This design comes from an exercise in tuning for small area on the open sky130 flow, not from production work.
The RTL was checked by simulation tests, not by an equivalence proof against the original design.
Power figures rest on the tool's default switching activity, not on a simulated workload.

Setup of v12:
Design mipsCore, start of the top module:
module mipsCore (
    input  logic        clk,
    input  logic        rstN,
    input  logic        instrValid,
    input  logic [31:0] instr,
    output logic        wbValid,
    output logic [4:0]  wbDest,
    output logic [31:0] wbData
);
For scale: ~4,200 cells after synthesis, ~73 I/O pins, roughly 0.047 mm² of cells after synthesis.
clock: 5.0 ns
lec_check: 0
cap_margin: 20
core_margin: 2
core_utilization: 62
cts_buf_list: sky130_fd_sc_hd__clkbuf_8
cts_cluster_diameter: 100
cts_cluster_size: 16
place_density: 0.7
slew_margin: 20
synth_hierarchical: 1
synth_minimum_keep_size: 0
run.sh (not shown) runs the stock make flow with config.mk's settings and CLKGATE_MAP_FILE= SYNTH_SCRIPT=/design/flow/synth_recipe.tcl, a recipe that flattens the netlist after the stock synthesis.
v12 went all the way through the flow, and no timing, DRC or antenna check failed.
Input changes introduced in v27 (baseline for comparison: v12):
-- flow/config.mk --
<<< v12, line 10
export CORE_UTILIZATION = 62
export CTS_BUF_LIST = sky130_fd_sc_hd__clkbuf_8
export CTS_CLUSTER_DIAMETER = 100
export CTS_CLUSTER_SIZE = 16
export PLACE_DENSITY = 0.7
>>> v27, line 10
export CORE_UTILIZATION = 55
Notes after the runs:
- In the tables for v27 and v12, clock skew reads lower with v27.
- As far as count of input and output buffers goes, v27 and v12 are indistinguishable; the numbers are identical.
- [v27] global-route usage fell 6.4 points relative to v12
- Note that the final non-filler cell total recorded for v27 amounts to 1.06 times the value seen in v12.
- v27 vs. v12: fraction of power consumed by the clock network picked up an extra 16 points, detailed-route vias per instance saw a decrease, aggregate routed wire length now sits at about the same level, static leakage now larger.
- The higher least setup slack across all paths after layout of v27 and v12 is in v12.
The inputs of v16 differ from those of v27 as listed below.
==> flow/flow/run.sh (new file) <==
#!/bin/bash
# The standard layout (the standard.sh: ORFS synthesis through finish),
# with two changes that only make cells smaller:
#   - the port buffers are sky130_fd_sc_hd__buf_1 instead of the default
#     buffer_ports choice (every port still gets its own buffer);
#   - clock tree synthesis does not add dummy loads.
# make's full output goes to standard_make.log in this folder; ORFS writes each
# tool's own log under orfs/logs/.
set -euo pipefail
bash standard.sh \
  "BUFFER_PORTS_ARGS=-buffer_cell sky130_fd_sc_hd__buf_1" \
  "CTS_ARGS=-sink_clustering_enable -repair_clock_nets -sink_clustering_size 12 -sink_clustering_max_diameter 80 -buf_list sky130_fd_sc_hd__clkbuf_8 -dont_use_dummy_load" \
  finish > standard_make.log 2>&1
==> flow/standard.sh (new file) <==
#!/bin/bash
# synth_recipe.tcl (not shown) runs the flow's synth.tcl, then flattens the netlist and writes it again
# the make line also repeats each setting of config.mk as NAME=value (left out here)
make -C /OpenROAD-flow-scripts/flow DESIGN_CONFIG=/design/flow/config.mk WORK_HOME=/design/flow/orfs CLKGATE_MAP_FILE= SYNTH_SCRIPT=/design/flow/synth_recipe.tcl "${@:-finish}"
-- flow/config.mk --
<<< v27, line 10
export CORE_UTILIZATION = 55
>>> v16, line 10
export CORE_UTILIZATION = 62
export CTS_BUF_LIST = sky130_fd_sc_hd__clkbuf_8
export CTS_CLUSTER_DIAMETER = 80
export CTS_CLUSTER_SIZE = 12
export PLACE_DENSITY = 0.7
removed: flow/run.sh
==> comparison <==
v16: done, clean on timing, DRC and antenna. met2 routing resource usage after global routing in v16 is 1.4 points above v27. Row final critical-path required period: v16 lower / v27 higher. v16 vs v27, path type of the worst min-delay path: in -> reg vs reg -> reg. Per the comparison of v16 with v27, power of the combinational group fell about 8%; total area of multi-input combinational cells went down; post-cts repair resize count held steady; clock-buffer cell count has decreased; amount of wire on met2 after detailed routing moved down. Summary of the comparison: critical path's largest stage delay is lower in v16, relative to v27. [v16 vs v27] slack of the worst reg-to-reg path: higher in v16. The first-pass GRT wire length of v16 was superior to that of v27. Compared with v27, v16 shows final design area excluding fillers that has gone down by a little under 10%.
The inputs of v7 differ from those of v16 as listed below.
-- flow/flow/run.sh --
<<< v16, line 12
  "CTS_ARGS=-sink_clustering_enable -repair_clock_nets -sink_clustering_size 12 -sink_clustering_max_diameter 80 -buf_list sky130_fd_sc_hd__clkbuf_8 -dont_use_dummy_load" \
>>> v7, line 12
  "CTS_ARGS=-sink_clustering_enable -repair_clock_nets -sink_clustering_size 16 -sink_clustering_max_diameter 100 -buf_list sky130_fd_sc_hd__clkbuf_8 -dont_use_dummy_load" \
-- flow/config.mk --
<<< v16, line 12
export CTS_CLUSTER_DIAMETER = 80
export CTS_CLUSTER_SIZE = 12
>>> v7, line 12
export CTS_CLUSTER_DIAMETER = 100
export CTS_CLUSTER_SIZE = 16
==> comparison <==
On total power, the lower figure sits with v7, not v16. v7 against v16: multi-input logic portion of the cell area went up by 0.29 points; least setup slack across all paths after layout shrank by 39 ps; achievable frequency lost 0.81%; post-route worst hold slack now sits higher; static leakage down 0.84%. Reported for v7 and v16, row count turned out identical to the last digit. Routed wire length went up slightly going from v16 to v7. Relative to v16, the met3 capacity usage during global routing of v7 is lower by 0.97 points. In terms of first-pass GRT wire length, v7 and v16 differ only marginally. Power density over the cells: v7 < v16.

[re-timing with driven ports]
In the flow no input, the clock included, has a driving cell. The finished layouts below were timed again as built, in two steps.
Step 1 (the two cells are an assumption about what drives the block):
set clk [get_ports {clk}]
set_driving_cell -lib_cell sky130_fd_sc_hd__clkbuf_16 $clk
set_driving_cell -lib_cell sky130_fd_sc_hd__buf_2 [delete_from_list [all_inputs] $clk]
Step 2 moves the port delays by t, midway between the first and last clock arrival at a register: inputs arrive t later, outputs are due t later. That takes back most of the time a late clock gives input paths.
Slacks: no drivers / after step 1 / after step 2; pairs: no drivers / after step 1.
run | shift t [ns] | slack for setup (ns) | worst setup path after step 2 | worst data-port slew with drivers (ns) | pins driven straight from the clock port
v12 | 0.831 | 0.201 / 0.201 / -0.394 | input to register | 0.19 | 1
v27 | 0.800 | 0.144 / 0.144 / -0.107 | input to register | 0.05 | 1
v16 | 0.806 | 0.232 / 0.232 / -0.065 | input to register | 0.15 | 1
v7 | 0.790 | 0.192 / 0.208 / -0.549 | input to register | 0.14 | 1
With both steps, setup timing fails in every run listed, where it was met with ideal ports. The setup slack of v7, which loses most, moves by +0.016 ns with the drivers and by -0.741 ns with both steps.
